What follows belongs to an exercise in optimizing a design on an open flow for small area, a short achievable clock period and few clock cycles per item; a production flow would make more cautious choices. At most, simulation tests tie the RTL to the original design; equivalence was not proved.

## onyx
==> flow/design.v (excerpt) <==
module eigen2x2_fx #(
  parameter int WIDTH = 32,
  parameter int FRAC  = 16
) (
  input  logic             clk,
  input  logic             rst,
  input  logic             start,
  input  logic [WIDTH-1:0] a1,
  input  logic [WIDTH-1:0] a2,
  input  logic [WIDTH-1:0] a3,
  input  logic [WIDTH-1:0] a4,
  output logic             busy,
  output logic             done,
  output logic [WIDTH-1:0] v1,
  output logic [WIDTH-1:0] v2,
  output logic             complex,
  output logic             ovf
);
Size: about 1,600 cells after synthesis, about 200 flip-flops, ~200 I/O pins, roughly 15,000 sq um of cells after synthesis.
==> flow/config.mk <==
export PLATFORM = sky130hd
export DESIGN_NAME = eigen2x2_fx
export DESIGN_NICKNAME = eigen2x2_fx
export VERILOG_FILES = /design/flow/design.v
export SDC_FILE = /design/flow/constraint.sdc
export NUM_CORES = 4
export LEC_CHECK = 0
export CAP_MARGIN = 20
export CORE_MARGIN = 2
export CORE_UTILIZATION = 55
export SLEW_MARGIN = 20
==> flow/constraint.sdc <==
create_clock -name core_clock -period 10.0 [get_ports {clk}]
set_input_delay 2.0000 -clock core_clock [delete_from_list [all_inputs] [get_ports {clk}]]
set_output_delay 2.0000 -clock core_clock [all_outputs]
set_load 0.01 [all_outputs]
standard.sh (not shown) runs the stock make flow with config.mk's settings and CLKGATE_MAP_FILE= SYNTH_SCRIPT=/design/flow/synth_recipe.tcl, a recipe that flattens the netlist after the stock synthesis.
==> flow/flow/run.sh <==
#!/bin/bash
set -euo pipefail
bash standard.sh "BUFFER_PORTS_ARGS=-buffer_cell sky130_fd_sc_hd__buf_1" SETUP_SLACK_MARGIN=5.6 finish > standard_flow.log 2>&1
onyx: flow completed, timing, DRC and antenna clean
Changes in harbor relative to onyx:
==> flow/flow/run.sh <==
#!/bin/bash
set -euo pipefail
bash standard.sh "BUFFER_PORTS_ARGS=-buffer_cell sky130_fd_sc_hd__buf_1" SETUP_SLACK_MARGIN=5.8 finish > standard_flow.log 2>&1
Results
harbor: full flow OK, the timing, DRC and antenna checks passed
Going from onyx to harbor, the final worst-path cycle share was found to have gone down by 0.53 points.
Sequential portion of the cell area: higher on onyx
x_q[12] as the startpoint of the most critical setup path was reported by onyx, and b2_one by harbor.
No run of this note included a check of the RTL's function; only the layout flow was run.


## tundra
Another version of the RTL of eigen2x2_fx (not shown whole).
Size in the first run: ~210 flip-flops, roughly 200 I/O pins, about 0.017 sq mm of cells after synthesis.
## eigen2x2_fx
module eigen2x2_fx #(
  parameter int WIDTH = 32,
  parameter int FRAC  = 16
) (
  input  logic             clk,
  input  logic             rst,
  input  logic             start,
  input  logic [WIDTH-1:0] a1,
  input  logic [WIDTH-1:0] a2,
  input  logic [WIDTH-1:0] a3,
  input  logic [WIDTH-1:0] a4,
  output logic             busy,
  output logic             done,
  output logic [WIDTH-1:0] v1,
  output logic [WIDTH-1:0] v2,
  output logic             complex,
  output logic             ovf
);
export LEC_CHECK = 0
export CAP_MARGIN = 20
export CORE_MARGIN = 2
export CORE_UTILIZATION = 65
export SLEW_MARGIN = 20
create_clock -name core_clock -period 10.0 [get_ports {clk}]
==> flow/flow/run.sh <==
#!/bin/bash
set -euo pipefail
bash standard.sh "BUFFER_PORTS_ARGS=-buffer_cell sky130_fd_sc_hd__buf_1" SETUP_SLACK_MARGIN=5.5 finish > standard_flow.log 2>&1
Testbench counts of tundra, summed over its fixed seeds: cycles 145,942, items 3,200.
--- input diff tundra..ember ---
==> flow/flow/run.sh <==
#!/bin/bash
set -euo pipefail
bash standard.sh "BUFFER_PORTS_ARGS=-buffer_cell sky130_fd_sc_hd__buf_1" SETUP_SLACK_MARGIN=5.6 finish > standard_flow.log 2>&1
diff --git a/flow/config.mk b/flow/config.mk
--- a/flow/config.mk
+++ b/flow/config.mk
@@ -10 +10 @@
-export CORE_UTILIZATION = 65
+export CORE_UTILIZATION = 55
==> comparison <==
Critical path launch point = x_q[20]: tundra; critical path launch point = x_q[0]: ember. Comparing peak clock frequency supported by timing for ember and tundra, the bigger number came from ember. After detailed routing, tundra needs less wire than ember. Going from tundra to ember, setup slack rose by 180 ps, portion of the clock cycle consumed by the worst path in the final layout fell by 1.8 points, maximum fanout count along the critical path fell by 4. In the flow results for ember and tundra, the post-layout minimum cycle time is smaller on ember. Lower overall fraction of global-route tracks in use goes to ember over tundra. ember against tundra; final area is up by a few percent. Per the comparison of ember with tundra, fraction of met3 tracks used by global routing decreased 4.1 points; final core utilization decreased 10 points.


## lane 1
Another version of the RTL of eigen2x2_fx (not shown whole).
Size in the first run: about 1700 cells after synthesis, about 200 flip-flops, about 200 I/O pins, about 16000 um2 of cells after synthesis.
export LEC_CHECK = 0
export CAP_MARGIN = 20
export CORE_MARGIN = 2
export CORE_UTILIZATION = 40
export SETUP_SLACK_MARGIN = 5
export SLEW_MARGIN = 20
create_clock -name core_clock -period 10.0 [get_ports {clk}]
==> flow/flow/run.sh <==
#!/bin/bash
set -euo pipefail
bash standard.sh "BUFFER_PORTS_ARGS=-buffer_cell sky130_fd_sc_hd__buf_1" finish > standard_flow.log 2>&1
The inputs of lane 2 differ from those of lane 1 as listed below.
- CORE_UTILIZATION changed from 40 to 65
--- outcome ---
Wire length of the first global-routing pass improves in lane 2 relative to lane 1. Lane 2 ends up with a sequential share of layout area that is 0.80 points higher than in lane 1. The startpoint of the most critical setup path comes out z_q[33]$_DFFE_PP_ in one run and b3_two$_DFF_P_ in the other, namely in lane 2 and lane 1 respectively. Critical path depth: higher on lane 1.
Relative to lane 2, the following input files were edited for lane 3:
- CORE_UTILIZATION now 40, was 65
- SETUP_SLACK_MARGIN no longer set, was 5
==> flow/flow/run.sh <==
#!/bin/bash
set -euo pipefail
MARGIN=6
bash standard.sh SETUP_SLACK_MARGIN=$MARGIN finish > standard_flow.log 2>&1
==> comparison <==
- Lane 3: flow completed, timing, DRC and antenna clean
- Lane 3 vs lane 2 — worst hold slack dropped 0.016 ns.
- Taking lane 2 as the reference point, the area added between synthesis and finish of lane 3 rises by 29 points.
- Total met2 wirelength after detailed routing (lower): lane 2
- Between lane 3 and lane 2, it is lane 3 whose met1 track demand over resource is lower, by 16 points.
- On lane 3: final instance area is 26% higher than what lane 2 gave.
- Higher arrival time at the worst endpoint goes to lane 2 over lane 3.
- Against lane 2 as the reference, lane 3 delivers a higher wire length on met1.
Relative to lane 3, the following input files were edited for lane 4:
- CORE_UTILIZATION now 65, was 40
==> flow/flow/run.sh <==
#!/bin/bash
set -euo pipefail
bash standard.sh "BUFFER_PORTS_ARGS=-buffer_cell sky130_fd_sc_hd__buf_1" SETUP_SLACK_MARGIN=5.5 finish > standard_flow.log 2>&1
## What came out
Worst hold slack delta (lane 4 − lane 3): favourable. Lane 4 reports its end point of the critical path as z_q[35]$_DFFE_PP_ while lane 3 reports v2[22]. Lane 4 vs. lane 3: per-cell routed wire length went down by 2.0 um, number of cells on the worst reg-to-reg path went down by 4. Lane 3 vs lane 4, most common cell after layout, fill and taps aside: clkdlybuf4s50_1 vs buf_1.
No functional check of the RTL was part of any run of this note.


eigen2x2_fx, a different RTL version from the one above (not shown whole).
Size: ~1800 cells after synthesis, ~200 flip-flops, roughly 200 I/O pins.
export LEC_CHECK = 0
export CAP_MARGIN = 20
export CORE_MARGIN = 2
export CORE_UTILIZATION = 55
export SLEW_MARGIN = 20
create_clock -name core_clock -period 10.0 [get_ports {clk}]
==> flow/flow/run.sh <==
#!/bin/bash
set -euo pipefail
bash standard.sh "BUFFER_PORTS_ARGS=-buffer_cell sky130_fd_sc_hd__buf_1" SETUP_SLACK_MARGIN=5.6 finish > standard_flow.log 2>&1
The first run passed the timing, DRC and antenna checks.
Testbench counts at the start, summed over its fixed seeds: cycles 145,962, items 3,200.
Next try:
==> flow/flow/run.sh (replaced) <==
#!/bin/bash
set -euo pipefail
bash standard.sh "BUFFER_PORTS_ARGS=-buffer_cell sky130_fd_sc_hd__buf_1" SETUP_SLACK_MARGIN=5.5 finish > standard_flow.log 2>&1
The new run completed with no timing, DRC or antenna violations.
Register-to-register slack loses 0.11 ns.
Die area is unchanged.
Global-route usage is about the same.
Utilization came out lower by 0.59 points.
Sequential share of layout area came out higher by 0.29 points.
Next try:
==> flow/flow/run.sh (replaced) <==
#!/bin/bash
set -euo pipefail
bash standard.sh "BUFFER_PORTS_ARGS=-buffer_cell sky130_fd_sc_hd__buf_1" SETUP_SLACK_MARGIN=5.6 finish > standard_flow.log 2>&1
What happened: The new run went through all stages and came out clean; clock skew barely changes; die area stays the same; worst setup slack is better by 0.11 ns.


exp/cedar:
Another version of the RTL of eigen2x2_fx (not shown whole).
export LEC_CHECK = 0
export CAP_MARGIN = 20
export CORE_MARGIN = 2
export CORE_UTILIZATION = 50
export CTS_CLUSTER_SIZE = 25
export SLEW_MARGIN = 20
create_clock -name core_clock -period 10.0 [get_ports {clk}]
==> flow/flow/run.sh <==
#!/bin/bash
set -euo pipefail
bash standard.sh "BUFFER_PORTS_ARGS=-buffer_cell sky130_fd_sc_hd__buf_1" SETUP_SLACK_MARGIN=5.8 finish > standard_flow.log 2>&1
Testbench counts of exp/cedar, summed over its fixed seeds: cycles 145,962, items 3,200.
Modified inputs, exp/fjord compared to exp/cedar
- removing CTS_CLUSTER_SIZE (formerly 25)
- changing CORE_UTILIZATION from 50 to 60
Results
[exp/fjord] layout cell share with drive strength beyond 1 rose 0.44 points relative to exp/cedar. | required time at the endpoint of the critical path | exp/fjord vs exp/cedar | 0.10 ns higher |. Setup WNS exp/cedar -> exp/fjord: worse. exp/cedar ended up with s_q[25]$_DFFE_PP_ as its timing endpoint of the critical path; exp/fjord ended up with x_q[23]$_DFFE_PP_. Wire length per cell, exp/cedar and exp/fjord, lower one = exp/fjord. Total routed wire length on the met1 layer of exp/fjord falls short of that of exp/cedar by more than 10%. Diff exp/fjord..exp/cedar | highest achievable clock rate | negligible. On area after detailed placement: exp/fjord sits below exp/cedar.
What exp/umber does differently from exp/fjord at the input level:
- CTS_CLUSTER_DIAMETER newly set to 100
- CORE_UTILIZATION changed from 60 to 50
- CTS_CLUSTER_SIZE newly set to 30
--- outcome ---
- Relative to exp/fjord, the area added between synthesis and finish of exp/umber is lower by 2.2 points.
- [compare] base=exp/fjord new=exp/umber: end-of-flow core utilization now smaller; number of global-route vias before repair now larger; final critical-path share of the clock period held; cell count now sits higher.
- exp/fjord and exp/umber ended up with roughly the same critical path's largest stage delay.
- exp/umber did not stop at any stage, and its layout met the timing, DRC and antenna checks.
Setup changes, exp/umber to exp/lagoon
- CTS_CLUSTER_DIAMETER no longer set, was 100
- CTS_CLUSTER_SIZE no longer set, was 30
==> flow/flow/run.sh <==
#!/bin/bash
set -euo pipefail
bash standard.sh "BUFFER_PORTS_ARGS=-buffer_cell sky130_fd_sc_hd__buf_1" SETUP_SLACK_MARGIN=5.9 finish > standard_flow.log 2>&1
### Flow results
Against exp/umber as the reference, exp/lagoon delivers a higher count of clock-net buffers in the final layout.
diff inputs: exp/lagoon => exp/juniper
- CTS_CLUSTER_SIZE: unset -> 30
- CTS_CLUSTER_DIAMETER: unset -> 100
==> flow/flow/run.sh <==
#!/bin/bash
set -euo pipefail
bash standard.sh "BUFFER_PORTS_ARGS=-buffer_cell sky130_fd_sc_hd__buf_1" SETUP_SLACK_MARGIN=5.6 finish > standard_flow.log 2>&1
==> comparison <==
- The lower layout buffer count excluding clock buffers came out of exp/juniper.
- Between exp/lagoon and exp/juniper, the critical path depth does not differ in any meaningful way.
- Clock-buffer cell count, exp/juniper and exp/lagoon, lower one = exp/juniper.
- Looking at exp/juniper and exp/lagoon, the buffer depth of the longest clock path is a wash.
- exp/juniper: routed wire length lower than exp/lagoon
- Changes observed in exp/juniper relative to exp/lagoon: fraction of area in non-clock buffers has decreased; count of flip-flops with a built-in enable after synthesis has remained practically unchanged; final standard cell area without fillers has decreased; final-layout clock-cell area share has decreased.

==> afterwards: timing with drivers on the ports <==
The results above use ideal ports. As a check the final layouts listed here were re-extracted and re-timed, cells and wires unchanged.
Step 1 assumes that a clkbuf_16 drives the clock port and a buf_2 every other input.
Step 2 times the ports against the registers' clock, not the clock port: input delays grow and output delays shrink by t, the midpoint of the rising clock arrivals with the driver on.
Slacks: ideal / step 1 / step 2; pairs: ideal / step 1.
| run | shift t [ns] | setup WS [ns] | latest minus earliest clock arrival (ns) | pins driven straight from the clock port |
|---|---|---|---|---|
| onyx | 0.603 | 5.357 / 5.357 / 5.357 | 0.026 / 0.025 | 1 |
| harbor | 0.610 | 5.409 / 5.409 / 5.409 | 0.019 / 0.020 | 1 |
| tundra | 0.573 | 5.522 / 5.522 / 5.522 | 0.012 / 0.012 | 1 |
| ember | 0.597 | 5.703 / 5.703 / 5.703 | 0.017 / 0.017 | 1 |
| lane 1 | 0.593 | 5.194 / 5.194 / 5.194 | 0.013 / 0.013 | 1 |
| lane 2 | 0.578 | 5.201 / 5.151 / 5.221 | 0.020 / 0.020 | 1 |
| lane 3 | 0.599 | 5.794 / 5.736 / 5.796 | 0.021 / 0.021 | 1 |
| lane 4 | 0.583 | 5.557 / 5.557 / 5.557 | 0.017 / 0.017 | 1 |
| the first run of note 4 | 0.601 | 5.611 / 5.611 / 5.611 | 0.017 / 0.017 | 1 |
| the second run of note 4 | 0.598 | 5.502 / 5.502 / 5.502 | 0.014 / 0.014 | 1 |
| the third run of note 4 | 0.601 | 5.611 / 5.611 / 5.611 | 0.017 / 0.017 | 1 |
| exp/cedar | 0.599 | 5.856 / 5.856 / 5.856 | 0.021 / 0.021 | 1 |
| exp/fjord | 0.593 | 5.844 / 5.844 / 5.844 | 0.023 / 0.022 | 1 |
| exp/umber | 0.545 | 5.853 / 5.853 / 5.853 | 0.023 / 0.022 | 1 |
| exp/lagoon | 0.611 | 5.823 / 5.823 / 5.823 | 0.013 / 0.013 | 1 |
| exp/juniper | 0.546 | 5.727 / 5.727 / 5.727 | 0.021 / 0.022 | 1 |
After both steps setup and hold are still met in every run listed.
